Background: an optimization exercise with open tools, aiming at small area, a short achievable clock period and few clock cycles. Do not read the settings as production practice. At most, simulation tests tie the RTL to the original design; equivalence was not proved. Power is estimated from default activity; no workload was simulated.

==> v38 <==
// stepper_halfstep_controller_unit
module stepper_halfstep_controller_unit (
   input  logic        clock,
   input  logic        reset,
   input  logic        req_valid,
   output logic        req_ready,
   input  logic [2:0]  req_command,
   input  logic        req_motor,
   input  logic [31:0] req_step_count,
   input  logic [1:0]  req_switches_0,
   input  logic [1:0]  req_switches_1,
   output logic        rsp_valid,
   input  logic        rsp_ready,
   output logic [3:0]  rsp_coils_0,
   output logic [3:0]  rsp_coils_1,
   output logic [1:0]  rsp_status,
   output logic [31:0] rsp_position,
   output logic [31:0] rsp_steps_remaining,
   output logic [2:0]  rsp_motor_mode,
   output logic [1:0]  rsp_direction,
   output logic [15:0] rsp_current_period,
   input  logic        csr_we,
   input  logic [1:0]  csr_index,
   input  logic [15:0] csr_wdata
);
clock: 11.5 ns
lec_check: 0
cap_margin: 20
core_margin: 2
core_utilization: 40
slew_margin: 20
standard.sh (not shown) runs the stock make flow with config.mk's settings and CLKGATE_MAP_FILE= SYNTH_SCRIPT=/design/flow/synth_recipe.tcl, a recipe that flattens the netlist after the stock synthesis.
==> flow/flow/run.sh <==
#!/bin/bash
# The standard layout, with a tighter setup-repair target than the
# clock period (the SDC is unchanged) and plain buffers on the ports.
export SETUP_SLACK_MARGIN=7.4
export BUFFER_PORTS_ARGS="-buffer_cell sky130_fd_sc_hd__buf_2"
bash standard.sh > standard_run.log 2>&1
==> v13 (differences from v38) <==
--- a/flow/design.v
+++ b/flow/design.v
@@ -1,14 +1,13 @@
 module shc_motor (
    input  logic        clock,
    input  logic        reset,
    input  logic        go,           
-   input  logic        valid,        
    input  logic [2:0]  command,
    input  logic        is_tick,      
-   input  logic        sel_op,       
+   input  logic        move_sel,     
    input  logic        selected,
    input  logic [31:0] count,
    input  logic [30:0] n,            
    input  logic        n_lt2,        
    input  logic        n_le2,        
    input  logic [1:0]  sw,
@@ -22,14 +21,13 @@
    output logic [2:0]  mode,
    output logic [1:0]  dir,
    output logic [31:0] steps_to_go,
    output logic [31:0] pos,
    output logic [15:0] period,
    output logic [3:0]  coil,
-   output logic [1:0]  status,
-   output logic        stopped_next  
+   output logic [1:0]  status
 );
    localparam logic [2:0] CMD_TICK  = 3'd0;
    localparam logic [2:0] CMD_MOVE  = 3'd1;
    localparam logic [2:0] CMD_PULL  = 3'd2;
    localparam logic [2:0] CMD_CCW   = 3'd3;
    localparam logic [2:0] CMD_CW    = 3'd4;
@@ -141,12 +139,14 @@
             CMD_CW:  if (sw[1]) status = ST_UPPER;
             default: ;
          endcase
       end
    end
    logic [30:0] op;
+   logic        sel_op;
+   assign sel_op = move_sel && !moving;
    logic [32:0] ya, yb, yc, ys, ycy;
    logic [1:0]  ygp;
    logic        x0, x1;
    assign op  = sel_op ? count[30:0] : steps_to_go[30:0];
    assign ya  = {2'b00, sas};
    assign yb  = ~{2'b00, op};
@@ -163,13 +163,12 @@
    always_comb begin
       mode1 = mode;
       if (ok) mode1 = mode_cmd;
       else if (cmd && command == CMD_STOP) mode1 = M_STOP;
       else if (cmd && command == CMD_ZSTOP) mode1 = M_ZSTOP;
       dir1 = stopping ? D_STOPPED : ok ? dir_cmd : dir;
-      stopped_next = valid ? dir1 == D_STOPPED : !moving;
       if (stopping) begin
          stg1 = 32'd0;
          lt2  = 1'b1;
          le2  = 1'b1;
       end else if (estep) begin
          stg1 = stg_dec;
@@ -298,18 +297,18 @@
          endcase
       end else begin
          load0_ff <= 1'b0; load1_ff <= 1'b0;
       end
    end
    logic        r_valid, s_valid, s_next, rdy_ff, v_ff, go, accept;
-   logic [3:0]  sel_ff, seln_ff;
+   logic        sel_ff, seln_ff, selv_ff, selvn_ff;
    logic [2:0]  r_cmd, s_cmd;
    logic        r_motor, s_motor;
    logic [31:0] r_count, s_count;
    logic [1:0]  r_sw0, r_sw1, s_sw0, s_sw1;
-   logic        r_tick, r_mv0, r_mv1, stp0, stp1;
+   logic        r_tick, r_mv0, r_mv1;
    logic [2:0]  in_cmd;
    logic        in_motor;
    assign in_cmd   = s_valid ? s_cmd : req_command;
    assign in_motor = s_valid ? s_motor : req_motor;
    logic [1:0]  status_ff;
    assign req_ready = rdy_ff;
@@ -335,14 +334,14 @@
             r_sw0 <= s_sw0; r_sw1 <= s_sw1;
          end else begin
             r_cmd <= req_command; r_motor <= req_motor; r_count <= req_step_count;
             r_sw0 <= req_switches_0; r_sw1 <= req_switches_1;
          end
          r_tick <= in_cmd == 3'd0;
-         r_mv0 <= in_cmd == 3'd1 && !in_motor && stp0;
-         r_mv1 <= in_cmd == 3'd1 && in_motor && stp1;
+         r_mv0 <= in_cmd == 3'd1 && !in_motor;
+         r_mv1 <= in_cmd == 3'd1 && in_motor;
       end
       if (!s_valid) begin
          s_cmd <= req_command; s_motor <= req_motor; s_count <= req_step_count;
          s_sw0 <= req_switches_0; s_sw1 <= req_switches_1;
       end
    end
@@ -366,43 +365,43 @@
    assign init_period = spt[16] ? tgt_sel : start_ff;
    logic [2:0]  mode0, mode1;
    logic [1:0]  dir0, dir1, st0, st1;
    logic [31:0] stg0, stg1, pos0, pos1;
    logic [15:0] per0, per1;
    shc_motor u_m0 (
-      .clock, .reset, .go, .valid(r_valid), .command(r_cmd), .is_tick(r_tick), .sel_op(r_mv0), .selected(r_motor == 1'b0),
+      .clock, .reset, .go, .command(r_cmd), .is_tick(r_tick), .move_sel(r_mv0), .selected(r_motor == 1'b0),
       .count(r_count), .n, .n_lt2, .n_le2, .sw(r_sw0), .tgt(tgt0_ff),
       .pull_neg(pulln_ff), .pull_zero(pulln_ff == 17'd0),
       .init_period, .init_on, .init_rm(spt[15:6]),
       .cfg_load(load0_ff),
       .mode(mode0), .dir(dir0), .steps_to_go(stg0), .pos(pos0), .period(per0),
-      .coil(rsp_coils_0), .status(st0), .stopped_next(stp0));
+      .coil(rsp_coils_0), .status(st0));
    shc_motor u_m1 (
-      .clock, .reset, .go, .valid(r_valid), .command(r_cmd), .is_tick(r_tick), .sel_op(r_mv1), .selected(r_motor == 1'b1),
+      .clock, .reset, .go, .command(r_cmd), .is_tick(r_tick), .move_sel(r_mv1), .selected(r_motor == 1'b1),
       .count(r_count), .n, .n_lt2, .n_le2, .sw(r_sw1), .tgt(tgt1_ff),
       .pull_neg(pulln_ff), .pull_zero(pulln_ff == 17'd0),
       .init_period, .init_on, .init_rm(spt[15:6]),
       .cfg_load(load1_ff),
       .mode(mode1), .dir(dir1), .steps_to_go(stg1), .pos(pos1), .period(per1),
-      .coil(rsp_coils_1), .status(st1), .stopped_next(stp1));
-   logic [3:0] sel_en;
-   assign sel_en = {go || (!v_ff && !r_valid), go || (!v_ff && r_valid), go || !v_ff, go};
+      .coil(rsp_coils_1), .status(st1));
    always_ff @(posedge clock) begin
-      if (go) status_ff <= st0 | st1;
-      for (int i = 0; i < 4; i++)
-         if (sel_en[i]) begin
-            sel_ff[i] <= r_motor;
-            seln_ff[i] <= !r_motor;
-         end
+      if (go) begin
+         sel_ff <= r_motor;
+         seln_ff <= !r_motor;
+         status_ff <= st0 | st1;
+      end
+      if (go || !v_ff) begin
+         selv_ff <= r_motor;
+         selvn_ff <= !r_motor;
+      end
    end
-   assign rsp_valid  = v_ff;
-   assign rsp_status = status_ff;
-   assign rsp_position[31:16] = ({16{sel_ff[0]}} & pos1[31:16]) | ({16{seln_ff[0]}} & pos0[31:16]);
-   assign rsp_motor_mode      = ({3{sel_ff[0]}} & mode1) | ({3{seln_ff[0]}} & mode0);
-   assign rsp_direction       = ({2{sel_ff[0]}} & dir1) | ({2{seln_ff[0]}} & dir0);
-   assign rsp_position[15:0]  = ({16{sel_ff[1]}} & pos1[15:0]) | ({16{seln_ff[1]}} & pos0[15:0]);
-   assign rsp_current_period[15:11] = ({5{sel_ff[1]}} & per1[15:11]) | ({5{seln_ff[1]}} & per0[15:11]);
-   assign rsp_steps_remaining[31:16] = ({16{sel_ff[2]}} & stg1[31:16]) | ({16{seln_ff[2]}} & stg0[31:16]);
-   assign rsp_current_period[10:6] = ({5{sel_ff[2]}} & per1[10:6]) | ({5{seln_ff[2]}} & per0[10:6]);
-   assign rsp_steps_remaining[15:0] = ({16{sel_ff[3]}} & stg1[15:0]) | ({16{seln_ff[3]}} & stg0[15:0]);
-   assign rsp_current_period[5:0] = ({6{sel_ff[3]}} & per1[5:0]) | ({6{seln_ff[3]}} & per0[5:0]);
+   assign rsp_valid           = v_ff;
+   assign rsp_status          = status_ff;
+   assign rsp_position[31:16] = ({16{sel_ff}} & pos1[31:16]) | ({16{seln_ff}} & pos0[31:16]);
+   assign rsp_position[15:0]  = ({16{selv_ff}} & pos1[15:0]) | ({16{selvn_ff}} & pos0[15:0]);
+   assign rsp_steps_remaining[31:16] = ({16{selv_ff}} & stg1[31:16]) | ({16{selvn_ff}} & stg0[31:16]);
+   assign rsp_steps_remaining[15:0]  = ({16{sel_ff}} & stg1[15:0]) | ({16{seln_ff}} & stg0[15:0]);
+   assign rsp_motor_mode      = ({3{sel_ff}} & mode1) | ({3{seln_ff}} & mode0);
+   assign rsp_direction       = ({2{selv_ff}} & dir1) | ({2{selvn_ff}} & dir0);
+   assign rsp_current_period[15:8] = ({8{sel_ff}} & per1[15:8]) | ({8{seln_ff}} & per0[15:8]);
+   assign rsp_current_period[7:0]  = ({8{selv_ff}} & per1[7:0]) | ({8{selvn_ff}} & per0[7:0]);
 endmodule
==> v20 (differences from v38) <==
--- a/flow/design.v
+++ b/flow/design.v
@@ -1,14 +1,13 @@
 module shc_motor (
    input  logic        clock,
    input  logic        reset,
    input  logic        go,           
-   input  logic        valid,        
    input  logic [2:0]  command,
    input  logic        is_tick,      
-   input  logic        sel_op,       
+   input  logic        move_sel,     
    input  logic        selected,
    input  logic [31:0] count,
    input  logic [30:0] n,            
    input  logic        n_lt2,        
    input  logic        n_le2,        
    input  logic [1:0]  sw,
@@ -22,14 +21,13 @@
    output logic [2:0]  mode,
    output logic [1:0]  dir,
    output logic [31:0] steps_to_go,
    output logic [31:0] pos,
    output logic [15:0] period,
    output logic [3:0]  coil,
-   output logic [1:0]  status,
-   output logic        stopped_next  
+   output logic [1:0]  status
 );
    localparam logic [2:0] CMD_TICK  = 3'd0;
    localparam logic [2:0] CMD_MOVE  = 3'd1;
    localparam logic [2:0] CMD_PULL  = 3'd2;
    localparam logic [2:0] CMD_CCW   = 3'd3;
    localparam logic [2:0] CMD_CW    = 3'd4;
@@ -141,12 +139,14 @@
             CMD_CW:  if (sw[1]) status = ST_UPPER;
             default: ;
          endcase
       end
    end
    logic [30:0] op;
+   logic        sel_op;
+   assign sel_op = move_sel && !moving;
    logic [32:0] ya, yb, yc, ys, ycy;
    logic [1:0]  ygp;
    logic        x0, x1;
    assign op  = sel_op ? count[30:0] : steps_to_go[30:0];
    assign ya  = {2'b00, sas};
    assign yb  = ~{2'b00, op};
@@ -163,13 +163,12 @@
    always_comb begin
       mode1 = mode;
       if (ok) mode1 = mode_cmd;
       else if (cmd && command == CMD_STOP) mode1 = M_STOP;
       else if (cmd && command == CMD_ZSTOP) mode1 = M_ZSTOP;
       dir1 = stopping ? D_STOPPED : ok ? dir_cmd : dir;
-      stopped_next = valid ? dir1 == D_STOPPED : !moving;
       if (stopping) begin
          stg1 = 32'd0;
          lt2  = 1'b1;
          le2  = 1'b1;
       end else if (estep) begin
          stg1 = stg_dec;
@@ -298,18 +297,18 @@
          endcase
       end else begin
          load0_ff <= 1'b0; load1_ff <= 1'b0;
       end
    end
    logic        r_valid, s_valid, s_next, rdy_ff, v_ff, go, accept;
-   logic [3:0]  sel_ff, seln_ff;
+   logic        sel_ff, seln_ff, selv_ff, selvn_ff;
    logic [2:0]  r_cmd, s_cmd;
    logic        r_motor, s_motor;
    logic [31:0] r_count, s_count;
    logic [1:0]  r_sw0, r_sw1, s_sw0, s_sw1;
-   logic        r_tick, r_mv0, r_mv1, stp0, stp1;
+   logic        r_tick, r_mv0, r_mv1;
    logic [2:0]  in_cmd;
    logic        in_motor;
    assign in_cmd   = s_valid ? s_cmd : req_command;
    assign in_motor = s_valid ? s_motor : req_motor;
    logic [1:0]  status_ff;
    assign req_ready = rdy_ff;
@@ -335,14 +334,14 @@
             r_sw0 <= s_sw0; r_sw1 <= s_sw1;
          end else begin
             r_cmd <= req_command; r_motor <= req_motor; r_count <= req_step_count;
             r_sw0 <= req_switches_0; r_sw1 <= req_switches_1;
          end
          r_tick <= in_cmd == 3'd0;
-         r_mv0 <= in_cmd == 3'd1 && !in_motor && stp0;
-         r_mv1 <= in_cmd == 3'd1 && in_motor && stp1;
+         r_mv0 <= in_cmd == 3'd1 && !in_motor;
+         r_mv1 <= in_cmd == 3'd1 && in_motor;
       end
       if (!s_valid) begin
          s_cmd <= req_command; s_motor <= req_motor; s_count <= req_step_count;
          s_sw0 <= req_switches_0; s_sw1 <= req_switches_1;
       end
    end
@@ -366,43 +365,43 @@
    assign init_period = spt[16] ? tgt_sel : start_ff;
    logic [2:0]  mode0, mode1;
    logic [1:0]  dir0, dir1, st0, st1;
    logic [31:0] stg0, stg1, pos0, pos1;
    logic [15:0] per0, per1;
    shc_motor u_m0 (
-      .clock, .reset, .go, .valid(r_valid), .command(r_cmd), .is_tick(r_tick), .sel_op(r_mv0), .selected(r_motor == 1'b0),
+      .clock, .reset, .go, .command(r_cmd), .is_tick(r_tick), .move_sel(r_mv0), .selected(r_motor == 1'b0),
       .count(r_count), .n, .n_lt2, .n_le2, .sw(r_sw0), .tgt(tgt0_ff),
       .pull_neg(pulln_ff), .pull_zero(pulln_ff == 17'd0),
       .init_period, .init_on, .init_rm(spt[15:6]),
       .cfg_load(load0_ff),
       .mode(mode0), .dir(dir0), .steps_to_go(stg0), .pos(pos0), .period(per0),
-      .coil(rsp_coils_0), .status(st0), .stopped_next(stp0));
+      .coil(rsp_coils_0), .status(st0));
    shc_motor u_m1 (
-      .clock, .reset, .go, .valid(r_valid), .command(r_cmd), .is_tick(r_tick), .sel_op(r_mv1), .selected(r_motor == 1'b1),
+      .clock, .reset, .go, .command(r_cmd), .is_tick(r_tick), .move_sel(r_mv1), .selected(r_motor == 1'b1),
       .count(r_count), .n, .n_lt2, .n_le2, .sw(r_sw1), .tgt(tgt1_ff),
       .pull_neg(pulln_ff), .pull_zero(pulln_ff == 17'd0),
       .init_period, .init_on, .init_rm(spt[15:6]),
       .cfg_load(load1_ff),
       .mode(mode1), .dir(dir1), .steps_to_go(stg1), .pos(pos1), .period(per1),
-      .coil(rsp_coils_1), .status(st1), .stopped_next(stp1));
-   logic [3:0] sel_en;
-   assign sel_en = {go || (!v_ff && !r_valid), go || (!v_ff && r_valid), go || !v_ff, go};
+      .coil(rsp_coils_1), .status(st1));
    always_ff @(posedge clock) begin
-      if (go) status_ff <= st0 | st1;
-      for (int i = 0; i < 4; i++)
-         if (sel_en[i]) begin
-            sel_ff[i] <= r_motor;
-            seln_ff[i] <= !r_motor;
-         end
+      if (go) begin
+         sel_ff <= r_motor;
+         seln_ff <= !r_motor;
+         status_ff <= st0 | st1;
+      end
+      if (go || !v_ff) begin
+         selv_ff <= r_motor;
+         selvn_ff <= !r_motor;
+      end
    end
-   assign rsp_valid  = v_ff;
-   assign rsp_status = status_ff;
-   assign rsp_position[31:16] = ({16{sel_ff[0]}} & pos1[31:16]) | ({16{seln_ff[0]}} & pos0[31:16]);
-   assign rsp_motor_mode      = ({3{sel_ff[0]}} & mode1) | ({3{seln_ff[0]}} & mode0);
-   assign rsp_direction       = ({2{sel_ff[0]}} & dir1) | ({2{seln_ff[0]}} & dir0);
-   assign rsp_position[15:0]  = ({16{sel_ff[1]}} & pos1[15:0]) | ({16{seln_ff[1]}} & pos0[15:0]);
-   assign rsp_current_period[15:11] = ({5{sel_ff[1]}} & per1[15:11]) | ({5{seln_ff[1]}} & per0[15:11]);
-   assign rsp_steps_remaining[31:16] = ({16{sel_ff[2]}} & stg1[31:16]) | ({16{seln_ff[2]}} & stg0[31:16]);
-   assign rsp_current_period[10:6] = ({5{sel_ff[2]}} & per1[10:6]) | ({5{seln_ff[2]}} & per0[10:6]);
-   assign rsp_steps_remaining[15:0] = ({16{sel_ff[3]}} & stg1[15:0]) | ({16{seln_ff[3]}} & stg0[15:0]);
-   assign rsp_current_period[5:0] = ({6{sel_ff[3]}} & per1[5:0]) | ({6{seln_ff[3]}} & per0[5:0]);
+   assign rsp_valid           = v_ff;
+   assign rsp_status          = status_ff;
+   assign rsp_position[31:16] = ({16{sel_ff}} & pos1[31:16]) | ({16{seln_ff}} & pos0[31:16]);
+   assign rsp_position[15:0]  = ({16{selv_ff}} & pos1[15:0]) | ({16{selvn_ff}} & pos0[15:0]);
+   assign rsp_steps_remaining[31:16] = ({16{selv_ff}} & stg1[31:16]) | ({16{selvn_ff}} & stg0[31:16]);
+   assign rsp_steps_remaining[15:0]  = ({16{sel_ff}} & stg1[15:0]) | ({16{seln_ff}} & stg0[15:0]);
+   assign rsp_motor_mode      = ({3{sel_ff}} & mode1) | ({3{seln_ff}} & mode0);
+   assign rsp_direction       = ({2{selv_ff}} & dir1) | ({2{selvn_ff}} & dir0);
+   assign rsp_current_period[15:8] = ({8{sel_ff}} & per1[15:8]) | ({8{seln_ff}} & per0[15:8]);
+   assign rsp_current_period[7:0]  = ({8{selv_ff}} & per1[7:0]) | ({8{selvn_ff}} & per0[7:0]);
 endmodule
--- a/flow/config.mk
+++ b/flow/config.mk
@@ -5,7 +5,9 @@
 export SDC_FILE = /design/flow/constraint.sdc
 export NUM_CORES = 4
 export LEC_CHECK = 0
 export CAP_MARGIN = 20
 export CORE_MARGIN = 2
 export CORE_UTILIZATION = 40
+export CTS_CLUSTER_DIAMETER = 130
+export CTS_CLUSTER_SIZE = 26
 export SLEW_MARGIN = 20
==> metrics.md <==
| Metric | Value |
|---|---|
| Synthesis-stage register bit count | 466 |
| Clock group power | 1890 uW |
| Outcome | timing/DRC/antenna clean |
| Cell Chain, Critical Path | buf_6, clkbuf_16, a22o_4, buf_2 |
| Detailed placer's ending HPWL | 79700 um |
| Final WS setup | ~7.4 ns |
| Worst setup path end | rsp_motor_mode[0] |
| First-pass GRT wire length | 163300 um |
| Combinational power | roughly 680 uW |
Source of the figures above: v13

==> metrics.md <==
| Metric | Value |
|---|---|
| Outcome | timing/DRC/antenna clean |
| Inverters, non-clock | between 100 and 150 |
| Clock group power | 929 uW |
| Synthesis-stage register bit count | roughly 470 |
| Cell Chain, Critical Path | buf_6, clkbuf_16, a22o_4, buf_2 |
| First-pass GRT wire length | 161300 um |
| Final WS setup | 7.364 ns |
| Worst setup path end | rsp_motor_mode[0] |
| Detailed placer's ending HPWL | roughly 80000 um |
| Combinational power | 678 uW |
Source of the figures above: v20

==> metrics.md <==
| Metric | Value |
|---|---|
| Synthesis-stage register bit count | 470 |
| Cell Chain, Critical Path | buf_6, mux2_2, fa_1, inv_1, ha_1, nand4_1, nor3_4, o211ai_1, a31oi_1, a2111o_1, o211ai_1, a2111oi_1, a2111oi_0 |
| Clock group power | approximately 1700 uW |
| Detailed placer's ending HPWL | roughly 83000 um |
| Worst setup path end | u_m1.mode[0]$_SDFFE_PP0P_ |
| Outcome | timing/DRC/antenna clean |
Source of the figures above: v38

Testbench counts of v13, summed over its fixed seeds: cycles 24,016.
Testbench counts of v20, summed over its fixed seeds: cycles 24,016.
For v38, only the layout was checked, not whether the RTL still works.

-- what the ideal ports hide --
The flow's constraints put no driver on any port. The routed layouts listed below were extracted and timed again, unchanged, in two steps.
Step 1 (the two cells are an assumption about what drives the block):
set clk [get_ports {clock}]
set_driving_cell -lib_cell sky130_fd_sc_hd__clkbuf_16 $clk
set_driving_cell -lib_cell sky130_fd_sc_hd__buf_2 [delete_from_list [all_inputs] $clk]
Step 2, shift: input delay + t, output delay - t, t = (earliest + latest rising clock arrival at the registers) / 2. This alone moves slack from input paths to output paths.
Slacks: no drivers / after step 1 / after step 2; pairs: no drivers / after step 1.
run	t (ns)	setup WS [ns]	worst register clock-pin slew, ns	worst data-port slew with drivers (ns)	cell pins on the clock port's net
v38	0.682	7.243 / 7.243 / 6.814	0.07 / 0.07	0.08	1
v13	0.691	7.368 / 7.303 / 6.880	0.07 / 0.07	0.05	1
v20	0.659	7.364 / 7.303 / 6.939	0.12 / 0.12	0.05	1
After both steps every run listed still meets setup and hold. For v13, which loses most, drivers alone change the setup slack by -0.065 ns; drivers and shift together by -0.488 ns.
